Background: an optimization exercise with open tools, aiming at small area and a short achievable clock period. Do not read the settings as production practice. Where RTL was checked, it was by simulation tests only, not by an equivalence proof against the original. Power and IR drop assume default switching activity.

wip/raven:
==> flow/design.v <==
`default_nettype none
package prog_mem_ctrl_pkg;
    localparam int c_INST_W = 16;
endpackage
`default_nettype wire
`default_nettype none
module prog_byte_ram (
    input  logic        clk,
    input  logic        load,       
    input  logic        valid,      
    input  logic        phase,      
    input  logic [7:0]  waddr,      
    input  logic [7:0]  wdata,
    input  logic [6:0]  raddr,      
    output logic [15:0] rdata,      
    output logic [15:0] rdata_n     
);
    logic [2047:0] r_bits;      
    logic [2047:0] w_next;
    always_ff @(posedge clk) begin
        r_bits <= w_next;
    end
    logic [7:0]   r_stage;      
    logic [15:0]  w_whi;        
    logic [15:0]  w_whi_n;
    logic [7:0]   w_wlo;        
    logic [7:0]   w_wlo_v_n;    
    logic [127:0] w_we;         
    logic [127:0] w_keep;       
    logic [15:0]  w_wdata_x;    
    always_ff @(posedge clk) begin
        if (!waddr[0]) r_stage <= wdata;
    end
    always_comb begin
        for (int j = 0; j < 16; j++) begin
            w_whi[j]   = load && (waddr[7:4] == 4'(j));
            w_whi_n[j] = !(load && (waddr[7:4] == 4'(j)));
        end
        for (int k = 0; k < 8; k++) begin
            w_wlo[k]     = (waddr[3:1] == 3'(k));
            w_wlo_v_n[k] = !(valid && waddr[0] && (waddr[3:1] == 3'(k)));
        end
    end
    assign w_wdata_x = {wdata, r_stage} ^ {16{phase}};
    for (genvar w = 0; w < 128; w++) begin : g_wrow
        pmc_nor2  u_we   (.a(w_whi_n[w/8]), .b(w_wlo_v_n[w%8]), .y(w_we[w]));
        pmc_nand2 u_keep (.a(w_whi[w/8]),   .b(w_wlo[w%8]),     .y(w_keep[w]));
        for (genvar b = 0; b < 16; b++) begin : g_bit
            pmc_oai22 u_d (.a1(r_bits[16*w+b]), .a2(w_we[w]),
                           .b1(w_wdata_x[b]), .b2(w_keep[w]),
                           .y(w_next[16*w+b]));
        end
    end
    logic [7:0]   w_rhi;        
    logic [15:0]  w_rlo;        
    logic [127:0] w_wl_n;       
    always_comb begin
        for (int j = 0; j < 8; j++)  w_rhi[j] = (raddr[6:4] == 3'(j));
        for (int k = 0; k < 16; k++) w_rlo[k] = (raddr[3:0] == 4'(k));
    end
    for (genvar w = 0; w < 128; w++) begin : g_wl
        pmc_nand2 u_wl (.a(w_rhi[w/16]), .b(w_rlo[w%16]), .y(w_wl_n[w]));
    end
    for (genvar b = 0; b < 16; b++) begin : g_rbit
        logic [127:0] w_col;
        for (genvar w = 0; w < 128; w++) begin : g_col
            assign w_col[w] = r_bits[16*w + b];
        end
        pmc_sel128 u_sel (.wl_n(w_wl_n), .d(w_col), .y(rdata[b]), .y_n(rdata_n[b]));
    end
endmodule
module pmc_sel128 (
    input  logic [127:0] wl_n,
    input  logic [127:0] d,
    output logic         y,
    output logic         y_n
);
    logic [63:0] w_p1;          
    logic [31:0] w_n2;          
    logic [7:0]  w_p3;          
    logic [3:0]  w_n4;          
    for (genvar g = 0; g < 64; g++) begin : g_oai
        pmc_oai22 u_oai (.a1(wl_n[2*g]), .a2(d[2*g]), .b1(wl_n[2*g+1]), .b2(d[2*g+1]),
                         .y(w_p1[g]));
    end
    for (genvar g = 0; g < 32; g++) begin : g_nor
        pmc_nor2 u_nor (.a(w_p1[2*g]), .b(w_p1[2*g+1]), .y(w_n2[g]));
    end
    for (genvar g = 0; g < 8; g++) begin : g_nand
        pmc_nand4 u_nand (.a(w_n2[4*g]), .b(w_n2[4*g+1]), .c(w_n2[4*g+2]), .d(w_n2[4*g+3]),
                          .y(w_p3[g]));
    end
    for (genvar g = 0; g < 4; g++) begin : g_nor4
        pmc_nor2 u_nor (.a(w_p3[2*g]), .b(w_p3[2*g+1]), .y(w_n4[g]));
    end
    pmc_nand4 u_out   (.a(w_n4[0]), .b(w_n4[1]), .c(w_n4[2]), .d(w_n4[3]), .y(y_n));
    pmc_and4  u_out_p (.a(w_n4[0]), .b(w_n4[1]), .c(w_n4[2]), .d(w_n4[3]), .y(y));
endmodule
module pmc_nor2 (input logic a, input logic b, output logic y);
    assign y = !(a | b);
endmodule
module pmc_nand2 (input logic a, input logic b, output logic y);
    assign y = !(a & b);
endmodule
module pmc_nand4 (input logic a, input logic b, input logic c, input logic d, output logic y);
    assign y = !(a & b & c & d);
endmodule
module pmc_and4 (input logic a, input logic b, input logic c, input logic d, output logic y);
    assign y = a & b & c & d;
endmodule
module pmc_a221o (input logic a1, input logic a2, input logic b1, input logic b2,
                  input logic c1, output logic y);
    assign y = (a1 & a2) | (b1 & b2) | c1;
endmodule
module pmc_oai22 (input logic a1, input logic a2, input logic b1, input logic b2, output logic y);
    assign y = !((a1 | a2) & (b1 | b2));
endmodule
`default_nettype wire
`default_nettype none
module pmc_inv (input logic a, output logic y);
    assign y = !a;
endmodule
module pmc_nand2b (input logic a_n, input logic b, output logic y);
    assign y = !(!a_n & b);
endmodule
`default_nettype wire
`default_nettype none
module prog_mem_ctrl (
    input  logic        clk,
    input  logic        rst,
    input  logic        load_start,
    input  logic        load_valid,
    input  logic [7:0]  load_byte,
    output logic        load_ready,
    input  logic        load_end,
    output logic [8:0]  load_count,
    input  logic        fetch_req,
    input  logic [15:0] fetch_addr,
    output logic        fetch_ready,
    output logic        fetch_valid,
    output logic [15:0] fetch_inst,
    output logic        fetch_err
);
    logic        r_idle;
    logic        r_load;
    logic        r_resp;
    logic [7:0]  r_wptr;
    logic [8:0]  r_load_count;
    logic        r_phase;      
    logic [15:0] r_inst_pre;   
    logic        r_err_pre;    
    logic [15:0] r_inst_hold;     
    logic        r_err_hold;
    logic        w_wr_en;
    logic        w_last;
    logic [8:0]  w_wptr_next;
    logic [15:0] w_rdata;      
    logic [15:0] w_rdata_n;
    logic        w_sel_p0;     
    logic        w_sel_p1;     
    logic [15:0] w_keep_pre;   
    logic [15:0] w_pre_next;
    logic        w_err;
    logic        w_take_fetch;
    logic        w_rst_n;      
    assign w_wr_en = r_load && load_valid;
    assign w_wptr_next = {1'b0, r_wptr} + {8'd0, w_wr_en};
    assign w_last      = w_wptr_next[8];
    prog_byte_ram u_ram (
        .clk   (clk),
        .load  (r_load),
        .valid (load_valid),
        .phase (r_phase),
        .waddr (r_wptr),
        .wdata (load_byte),
        .raddr (fetch_addr[7:1]),
        .rdata   (w_rdata),
        .rdata_n (w_rdata_n)
    );
    assign w_err = fetch_addr[0] || (|fetch_addr[15:8]) ||
                   ({1'b0, fetch_addr[7:1]} >= r_load_count[8:1]);
    assign w_take_fetch = r_idle && !load_start && fetch_req;
    assign w_sel_p0   = w_rst_n && w_take_fetch && !w_err && !r_phase;
    assign w_sel_p1   = w_rst_n && w_take_fetch && !w_err &&  r_phase;
    assign w_keep_pre = {16{w_rst_n && !w_take_fetch}} & r_inst_pre;
    for (genvar b = 0; b < 16; b++) begin : g_pre
        pmc_a221o u_pre (.a1(w_sel_p0), .a2(w_rdata[b]), .b1(w_sel_p1), .b2(w_rdata_n[b]),
                         .c1(w_keep_pre[b]), .y(w_pre_next[b]));
    end
    assign load_ready  = r_load;
    assign fetch_ready = r_idle;
    assign fetch_valid = r_resp && !rst;
    logic [16:0] w_sel_hold_n;
    logic [16:0] w_sel_pre_n;
    logic [16:0] w_hold;
    logic [16:0] w_pre;
    logic [16:0] w_out;
    assign w_hold = {r_err_hold, r_inst_hold};
    assign w_pre  = {r_err_pre, r_inst_pre};
    for (genvar b = 0; b < 17; b++) begin : g_omux
        pmc_nand2  u_hold (.a(rst), .b(w_hold[b]), .y(w_sel_hold_n[b]));
        pmc_nand2b u_pre  (.a_n(rst), .b(w_pre[b]), .y(w_sel_pre_n[b]));
        pmc_nand2  u_out  (.a(w_sel_hold_n[b]), .b(w_sel_pre_n[b]), .y(w_out[b]));
    end
    assign fetch_inst = w_out[15:0];
    assign fetch_err  = w_out[16];
    pmc_inv  u_rst_n   (.a(rst), .y(w_rst_n));
    assign load_count  = r_load_count;
    always_ff @(posedge clk) begin
        r_inst_pre <= w_pre_next;
    end
    always_ff @(posedge clk) begin
        if (load_start && r_idle) begin
            r_wptr <= '0;
        end else begin
            r_wptr <= w_wptr_next[7:0];
        end
        if (!w_rst_n) begin
            r_idle       <= 1'b1;
            r_load       <= 1'b0;
            r_resp       <= 1'b0;
            r_load_count <= '0;
            r_phase      <= 1'b0;
            r_err_pre    <= 1'b0;
            r_inst_hold <= '0;
            r_err_hold  <= 1'b0;
        end else begin
            r_idle <= (r_idle && !load_start && !fetch_req) || r_resp ||
                      (r_load && (load_end || w_last));
            r_load <= (r_idle && load_start) || (r_load && !load_end && !w_last);
            r_resp <= w_take_fetch;
            r_phase <= !r_phase;
            if (r_load && (load_end || w_last)) begin
                r_load_count <= w_wptr_next;
            end
            r_inst_hold <= r_inst_pre;
            r_err_hold  <= r_err_pre;
            if (w_take_fetch) begin
                r_err_pre  <= w_err;
            end
        end
    end
endmodule
`default_nettype wire
clock: 7.0 ns
lec_check: 0
cap_margin: 20
core_margin: 2
core_utilization: 55
setup_slack_margin: 4.0
slew_margin: 20
synth_hierarchical: 1
standard.sh (not shown) runs the stock make flow with config.mk's settings and CLKGATE_MAP_FILE= SYNTH_SCRIPT=/design/flow/synth_recipe.tcl, a recipe that flattens the netlist after the stock synthesis.
==> flow/flow/run.sh <==
#!/bin/bash
# Layout flow: the standard ORFS flow (standard.sh) with two changes:
#  - clock tree synthesis without dummy loads, clusters of at most 16 sinks
#    within 50 um, clkbuf_8 buffers;
#  - the reset input and the fetch response outputs placed as one pin group
#    (flow/io.tcl), since reset acts on those outputs within the cycle.
# Each tool's output goes to its ORFS log under orfs/logs/; make's own output
# goes to make_finish.log in the work folder.
set -euo pipefail
cd "$(dirname "$0")/.."
CTS="-sink_clustering_enable -repair_clock_nets -dont_use_dummy_load"
CTS="$CTS -sink_clustering_size 16 -sink_clustering_max_diameter 50"
CTS="$CTS -buf_list sky130_fd_sc_hd__clkbuf_8"
bash standard.sh "CTS_ARGS=$CTS" "IO_CONSTRAINTS=$PWD/flow/io.tcl" finish > make_finish.log 2>&1
==> flow/flow/io.tcl <==
# Keep the reset input and the fetch response outputs next to each other.
set_io_pin_constraint -group -order -pin_names {rst fetch_valid fetch_err fetch_inst[0] fetch_inst[1] fetch_inst[2] fetch_inst[3] fetch_inst[4] fetch_inst[5] fetch_inst[6] fetch_inst[7] fetch_inst[8] fetch_inst[9] fetch_inst[10] fetch_inst[11] fetch_inst[12] fetch_inst[13] fetch_inst[14] fetch_inst[15]}
The following lists how wip/garnet was set up differently from wip/raven:
-- flow/design.v --
<<< wip/raven, line 121
    assign y = !a;
endmodule
module pmc_nand2b (input logic a_n, input logic b, output logic y);
    assign y = !(!a_n & b);
endmodule
`default_nettype wire
>>> wip/garnet, line 121
    assign y = !a;
endmodule
module pmc_a21oi (input logic a1, input logic a2, input logic b1, output logic y);
    assign y = !((a1 & a2) | b1);
endmodule
`default_nettype wire
<<< wip/raven, line 150
    logic [15:0] r_inst_pre;   
    logic        r_err_pre;    
    logic [15:0] r_inst_hold;     
    logic        r_err_hold;
    logic        w_wr_en;
    logic        w_last;
>>> wip/garnet, line 150
    logic [15:0] r_inst_pre;   
    logic        r_err_pre;    
    logic [15:0] r_inst_hold_n;   
    logic        r_err_hold_n;
    logic        w_wr_en;
    logic        w_last;
<<< wip/raven, line 191
    assign fetch_ready = r_idle;
    assign fetch_valid = r_resp && !rst;
    logic [16:0] w_sel_hold_n;
    logic [16:0] w_sel_pre_n;
    logic [16:0] w_hold;
    logic [16:0] w_pre;
    logic [16:0] w_out;
    assign w_hold = {r_err_hold, r_inst_hold};
    assign w_pre  = {r_err_pre, r_inst_pre};
    for (genvar b = 0; b < 17; b++) begin : g_omux
        pmc_nand2  u_hold (.a(rst), .b(w_hold[b]), .y(w_sel_hold_n[b]));
        pmc_nand2b u_pre  (.a_n(rst), .b(w_pre[b]), .y(w_sel_pre_n[b]));
        pmc_nand2  u_out  (.a(w_sel_hold_n[b]), .b(w_sel_pre_n[b]), .y(w_out[b]));
    end
    assign fetch_inst = w_out[15:0];
    assign fetch_err  = w_out[16];
    pmc_inv  u_rst_n   (.a(rst), .y(w_rst_n));
    assign load_count  = r_load_count;
>>> wip/garnet, line 191
    assign fetch_ready = r_idle;
    assign fetch_valid = r_resp && !rst;
    logic [16:0] w_pre_sel_n;
    for (genvar b = 0; b < 17; b++) begin : g_omux
        if (b < 16) begin : g_inst
            pmc_nor2  u_nor (.a(rst), .b(r_inst_pre[b]), .y(w_pre_sel_n[b]));
            pmc_a21oi u_out (.a1(rst), .a2(r_inst_hold_n[b]), .b1(w_pre_sel_n[b]),
                             .y(fetch_inst[b]));
        end else begin : g_err
            pmc_nor2  u_nor (.a(rst), .b(r_err_pre), .y(w_pre_sel_n[b]));
            pmc_a21oi u_out (.a1(rst), .a2(r_err_hold_n), .b1(w_pre_sel_n[b]),
                             .y(fetch_err));
        end
    end
    pmc_inv  u_rst_n   (.a(rst), .y(w_rst_n));
    assign load_count  = r_load_count;
<<< wip/raven, line 223
            r_phase      <= 1'b0;
            r_err_pre    <= 1'b0;
            r_inst_hold <= '0;
            r_err_hold  <= 1'b0;
        end else begin
            r_idle <= (r_idle && !load_start && !fetch_req) || r_resp ||
>>> wip/garnet, line 221
            r_phase      <= 1'b0;
            r_err_pre    <= 1'b0;
            r_inst_hold_n <= '1;
            r_err_hold_n  <= 1'b1;
        end else begin
            r_idle <= (r_idle && !load_start && !fetch_req) || r_resp ||
<<< wip/raven, line 234
                r_load_count <= w_wptr_next;
            end
            r_inst_hold <= r_inst_pre;
            r_err_hold  <= r_err_pre;
            if (w_take_fetch) begin
                r_err_pre  <= w_err;
>>> wip/garnet, line 232
                r_load_count <= w_wptr_next;
            end
            r_inst_hold_n <= ~r_inst_pre;
            r_err_hold_n  <= ~r_err_pre;
            if (w_take_fetch) begin
                r_err_pre  <= w_err;
Between wip/raven and wip/garnet, the difference in number of instances in the synthesized netlist is negligible. In terms of post-synthesis area per instance, wip/garnet and wip/raven differ only marginally. Between wip/raven and wip/garnet, the post-synth net total does not differ in any meaningful way. Compared to wip/raven, wip/garnet has number of clock buffers inserted by TritonCTS about 0.6% lower. The run with more setup slack is wip/garnet; wip/raven has less. Number of detailed-route iterations in the first pass: wip/garnet higher than wip/raven. When wip/garnet is measured against wip/raven, its power turns out 160 uW lower. The final reports for wip/garnet and wip/raven show utilization lower in the former.
For wip/raven, only the layout was checked, not whether the RTL still works.

---

prog_mem_ctrl, a different RTL version from the one above (not shown whole).
Size: roughly 5900 cells after synthesis, ~2100 flip-flops, roughly 59 I/O pins, about 72000 um^2 of cells after synthesis.
==> module prog_byte_ram, before the edit <==
module prog_byte_ram (
    input  logic        clk,
    input  logic        load,       
    input  logic        valid,      
    input  logic [7:0]  waddr,      
    input  logic [7:0]  wdata,
    input  logic [6:0]  raddr,      
    output logic [15:0] rdata_n     
);
    logic [2047:0] r_bits;      
    logic [2047:0] w_next;
    always_ff @(posedge clk) begin
        r_bits <= w_next;
    end
    logic [7:0]   r_stage;      
    logic [15:0]  w_whi;        
    logic [15:0]  w_whi_n;
    logic [7:0]   w_wlo;        
    logic [7:0]   w_wlo_v_n;    
    logic [127:0] w_we;         
    logic [127:0] w_keep;       
    always_ff @(posedge clk) begin
        if (!waddr[0]) r_stage <= wdata;
    end
    always_comb begin
        for (int j = 0; j < 16; j++) begin
            w_whi[j]   = load && (waddr[7:4] == 4'(j));
            w_whi_n[j] = !(load && (waddr[7:4] == 4'(j)));
        end
        for (int k = 0; k < 8; k++) begin
            w_wlo[k]     = (waddr[3:1] == 3'(k));
            w_wlo_v_n[k] = !(valid && waddr[0] && (waddr[3:1] == 3'(k)));
        end
    end
    for (genvar w = 0; w < 128; w++) begin : g_wrow
        pmc_nor2  u_we   (.a(w_whi_n[w/8]), .b(w_wlo_v_n[w%8]), .y(w_we[w]));
        pmc_nand2 u_keep (.a(w_whi[w/8]),   .b(w_wlo[w%8]),     .y(w_keep[w]));
        for (genvar b = 0; b < 16; b++) begin : g_bit
            pmc_ao22 u_d (.a0(w_we[w]), .b0(b < 8 ? r_stage[b % 8] : wdata[b % 8]),
                          .a1(w_keep[w]), .b1(r_bits[16*w+b]),
                          .y(w_next[16*w+b]));
        end
    end
    logic [7:0]   w_rhi_n;      
    logic [15:0]  w_rlo_n;      
    logic [127:0] w_wl;         
    always_comb begin
        for (int j = 0; j < 8; j++)  w_rhi_n[j] = (raddr[6:4] != 3'(j));
        for (int k = 0; k < 16; k++) w_rlo_n[k] = (raddr[3:0] != 4'(k));
    end
    for (genvar w = 0; w < 128; w++) begin : g_wl
        pmc_nor2 u_wl (.a(w_rhi_n[w/16]), .b(w_rlo_n[w%16]), .y(w_wl[w]));
    end
    for (genvar b = 0; b < 16; b++) begin : g_rbit
        logic [127:0] w_col;
        for (genvar w = 0; w < 128; w++) begin : g_col
            assign w_col[w] = r_bits[16*w + b];
        end
        pmc_sel128 u_sel (.wl(w_wl), .d(w_col), .y_n(rdata_n[b]));
    end
endmodule
==> module prog_mem_ctrl, before the edit <==
module prog_mem_ctrl (
    input  logic        clk,
    input  logic        rst,
    input  logic        load_start,
    input  logic        load_valid,
    input  logic [7:0]  load_byte,
    output logic        load_ready,
    input  logic        load_end,
    output logic [8:0]  load_count,
    input  logic        fetch_req,
    input  logic [15:0] fetch_addr,
    output logic        fetch_ready,
    output logic        fetch_valid,
    output logic [15:0] fetch_inst,
    output logic        fetch_err
);
    logic        r_idle;
    logic        r_load;
    logic        r_resp;
    logic [7:0]  r_wptr;
    logic [8:0]  r_load_count;
    logic [15:0] r_inst_pre;   
    logic        r_err_pre;    
    logic [15:0] r_inst_hold_n;   
    logic        r_err_hold_n;
    logic        w_wr_en;
    logic        w_last;
    logic [8:0]  w_wptr_next;
    logic [15:0] w_rdata_n;
    logic        w_err;
    logic        w_take_fetch;
    logic        w_rst_n;      
    assign w_wr_en = r_load && load_valid;
    assign w_wptr_next = {1'b0, r_wptr} + {8'd0, w_wr_en};
    assign w_last      = w_wptr_next[8];
    prog_byte_ram u_ram (
        .clk   (clk),
        .load  (r_load),
        .valid (load_valid),
        .waddr (r_wptr),
        .wdata (load_byte),
        .raddr (fetch_addr[7:1]),
        .rdata_n (w_rdata_n)
    );
    assign w_err = fetch_addr[0] || (|fetch_addr[15:8]) ||
                   ({1'b0, fetch_addr[7:1]} >= r_load_count[8:1]);
    assign w_take_fetch = r_idle && !load_start && fetch_req;
    assign load_ready  = r_load;
    assign fetch_ready = r_idle;
    assign fetch_valid = r_resp && !rst;
    logic [16:0] w_pre_sel_n;
    for (genvar b = 0; b < 17; b++) begin : g_omux
        if (b < 16) begin : g_inst
            pmc_nor2  u_nor (.a(rst), .b(r_inst_pre[b]), .y(w_pre_sel_n[b]));
            pmc_a21oi u_out (.a1(rst), .a2(r_inst_hold_n[b]), .b1(w_pre_sel_n[b]),
                             .y(fetch_inst[b]));
        end else begin : g_err
            pmc_nor2  u_nor (.a(rst), .b(r_err_pre), .y(w_pre_sel_n[b]));
            pmc_a21oi u_out (.a1(rst), .a2(r_err_hold_n), .b1(w_pre_sel_n[b]),
                             .y(fetch_err));
        end
    end
    pmc_inv  u_rst_n   (.a(rst), .y(w_rst_n));
    assign load_count  = r_load_count;
    always_ff @(posedge clk) begin
        if (load_start && r_idle) begin
            r_wptr <= '0;
        end else begin
            r_wptr <= w_wptr_next[7:0];
        end
        if (!w_rst_n) begin
            r_idle       <= 1'b1;
            r_load       <= 1'b0;
            r_resp       <= 1'b0;
            r_load_count <= '0;
            r_inst_pre   <= '0;
            r_err_pre    <= 1'b0;
            r_inst_hold_n <= '1;
            r_err_hold_n  <= 1'b1;
        end else begin
            r_idle <= (r_idle && !load_start && !fetch_req) || r_resp ||
                      (r_load && (load_end || w_last));
            r_load <= (r_idle && load_start) || (r_load && !load_end && !w_last);
            r_resp <= w_take_fetch;
            if (r_load && (load_end || w_last)) begin
                r_load_count <= w_wptr_next;
            end
            r_inst_hold_n <= ~r_inst_pre;
            r_err_hold_n  <= ~r_err_pre;
            if (w_take_fetch) begin
                r_inst_pre <= w_err ? 16'h0000 : ~w_rdata_n;
                r_err_pre  <= w_err;
            end
        end
    end
endmodule
export LEC_CHECK = 0
export CAP_MARGIN = 20
export CORE_MARGIN = 2
export CORE_UTILIZATION = 45
export SETUP_SLACK_MARGIN = 4.0
export SLEW_MARGIN = 20
export SYNTH_HIERARCHICAL = 1
create_clock -name core_clock -period 7.0 [get_ports {clk}]
Scripts as last shown in full above: flow/flow/run.sh, flow/flow/io.tcl
Rerun with:
--- a/flow/design.v
+++ b/flow/design.v
@@ -16,37 +16,30 @@
     logic [2047:0] r_bits;      
     logic [2047:0] w_next;
     always_ff @(posedge clk) begin
         r_bits <= w_next;
     end
-    logic [7:0]   r_stage;      
-    logic [15:0]  w_whi;        
-    logic [15:0]  w_whi_n;
-    logic [7:0]   w_wlo;        
-    logic [7:0]   w_wlo_v_n;    
-    logic [127:0] w_we;         
-    logic [127:0] w_keep;       
-    always_ff @(posedge clk) begin
-        if (!waddr[0]) r_stage <= wdata;
-    end
+    logic [15:0] w_whi;         
+    logic [15:0] w_whi_n;
+    logic [15:0] w_wlo;         
+    logic [15:0] w_wlo_v_n;     
+    logic [255:0] w_we;         
+    logic [255:0] w_keep;       
     always_comb begin
         for (int j = 0; j < 16; j++) begin
-            w_whi[j]   = load && (waddr[7:4] == 4'(j));
-            w_whi_n[j] = !(load && (waddr[7:4] == 4'(j)));
-        end
-        for (int k = 0; k < 8; k++) begin
-            w_wlo[k]     = (waddr[3:1] == 3'(k));
-            w_wlo_v_n[k] = !(valid && waddr[0] && (waddr[3:1] == 3'(k)));
-        end
-    end
-    for (genvar w = 0; w < 128; w++) begin : g_wrow
-        pmc_nor2  u_we   (.a(w_whi_n[w/8]), .b(w_wlo_v_n[w%8]), .y(w_we[w]));
-        pmc_nand2 u_keep (.a(w_whi[w/8]),   .b(w_wlo[w%8]),     .y(w_keep[w]));
-        for (genvar b = 0; b < 16; b++) begin : g_bit
-            pmc_ao22 u_d (.a0(w_we[w]), .b0(b < 8 ? r_stage[b % 8] : wdata[b % 8]),
-                          .a1(w_keep[w]), .b1(r_bits[16*w+b]),
-                          .y(w_next[16*w+b]));
+            w_whi[j]     = load && (waddr[7:4] == 4'(j));
+            w_whi_n[j]   = !(load && (waddr[7:4] == 4'(j)));
+            w_wlo[j]     = (waddr[3:0] == 4'(j));
+            w_wlo_v_n[j] = !(valid && (waddr[3:0] == 4'(j)));
+        end
+    end
+    for (genvar i = 0; i < 256; i++) begin : g_wrow
+        pmc_nor2  u_we   (.a(w_whi_n[i/16]), .b(w_wlo_v_n[i%16]), .y(w_we[i]));
+        pmc_nand2 u_keep (.a(w_whi[i/16]), .b(w_wlo[i%16]),  .y(w_keep[i]));
+        for (genvar b = 0; b < 8; b++) begin : g_bit
+            pmc_ao22 u_d (.a0(w_we[i]), .b0(wdata[b]), .a1(w_keep[i]), .b1(r_bits[8*i+b]),
+                          .y(w_next[8*i+b]));
         end
     end
     logic [7:0]   w_rhi_n;      
     logic [15:0]  w_rlo_n;      
     logic [127:0] w_wl;         
@@ -152,18 +145,16 @@
     logic        r_err_pre;    
     logic [15:0] r_inst_hold_n;   
     logic        r_err_hold_n;
     logic        w_wr_en;
     logic        w_last;
-    logic [8:0]  w_wptr_next;
     logic [15:0] w_rdata_n;
     logic        w_err;
     logic        w_take_fetch;
     logic        w_rst_n;      
     assign w_wr_en = r_load && load_valid;
-    assign w_wptr_next = {1'b0, r_wptr} + {8'd0, w_wr_en};
-    assign w_last      = w_wptr_next[8];
+    assign w_last  = w_wr_en && (r_wptr == 8'hff);
     prog_byte_ram u_ram (
         .clk   (clk),
         .load  (r_load),
         .valid (load_valid),
         .waddr (r_wptr),
@@ -192,12 +183,12 @@
     pmc_inv  u_rst_n   (.a(rst), .y(w_rst_n));
     assign load_count  = r_load_count;
     always_ff @(posedge clk) begin
         if (load_start && r_idle) begin
             r_wptr <= '0;
-        end else begin
-            r_wptr <= w_wptr_next[7:0];
+        end else if (w_wr_en) begin
+            r_wptr <= r_wptr + 8'd1;
         end
         if (!w_rst_n) begin
             r_idle       <= 1'b1;
             r_load       <= 1'b0;
             r_resp       <= 1'b0;
@@ -210,11 +201,11 @@
             r_idle <= (r_idle && !load_start && !fetch_req) || r_resp ||
                       (r_load && (load_end || w_last));
             r_load <= (r_idle && load_start) || (r_load && !load_end && !w_last);
             r_resp <= w_take_fetch;
             if (r_load && (load_end || w_last)) begin
-                r_load_count <= w_wptr_next;
+                r_load_count <= {1'b0, r_wptr} + {8'd0, w_wr_en};
             end
             r_inst_hold_n <= ~r_inst_pre;
             r_err_hold_n  <= ~r_err_pre;
             if (w_take_fetch) begin
                 r_inst_pre <= w_err ? 16'h0000 : ~w_rdata_n;
Effect: Final area stays flat; core utilization falls by 0.70 points; routed wire length rises by 2.2%; worst setup slack is worse by 0.045 ns; flip-flop and latch count falls by 8; sequential power stays flat; sequential share of layout area falls by 0.36 points; final cell count rises by 2.9%; die area rises by 1.3%; non-clock buffer count falls by 143; via count rises by 3.6%; power falls by 1.1%; first-iteration DRC count rises by 9.3%.
The RTL of the first run of this note was laid out without a check of its function.

## static timing again, ports no longer ideal
The flow's constraints put no driver on any port. The routed layouts listed below were extracted and timed again, unchanged, in two steps.
Step 1, drivers: a clkbuf_16 drives clk and a buf_2 each remaining input, both assumed.
Step 2 adds t to the input delays and takes it off the output delays; t is the mean of the earliest and latest rising clock arrival at the registers after step 1. Input paths then give back, and output paths get back, about the clock's delay inside the block.
a / b / c = no drivers / after step 1 / after step 2; a / b = the first two.
run	t, ns	setup WS [ns]	worst register clock-pin slew, ns	pins driven straight from the clock port
wip/raven	0.994	3.424 / 3.363 / 2.774	0.11 / 0.11	1
wip/garnet	0.998	3.582 / 3.034 / 2.849	0.10 / 0.10	1
the first run of note 2	1.026	3.686 / 3.257 / 2.667	0.11 / 0.11	1
the second run of note 2	1.017	3.641 / 3.394 / 2.590	0.11 / 0.11	1
After both steps setup and hold are still met in every run listed. For the second run of note 2, which loses most, drivers alone change the setup slack by -0.247 ns; drivers and shift together by -1.051 ns.
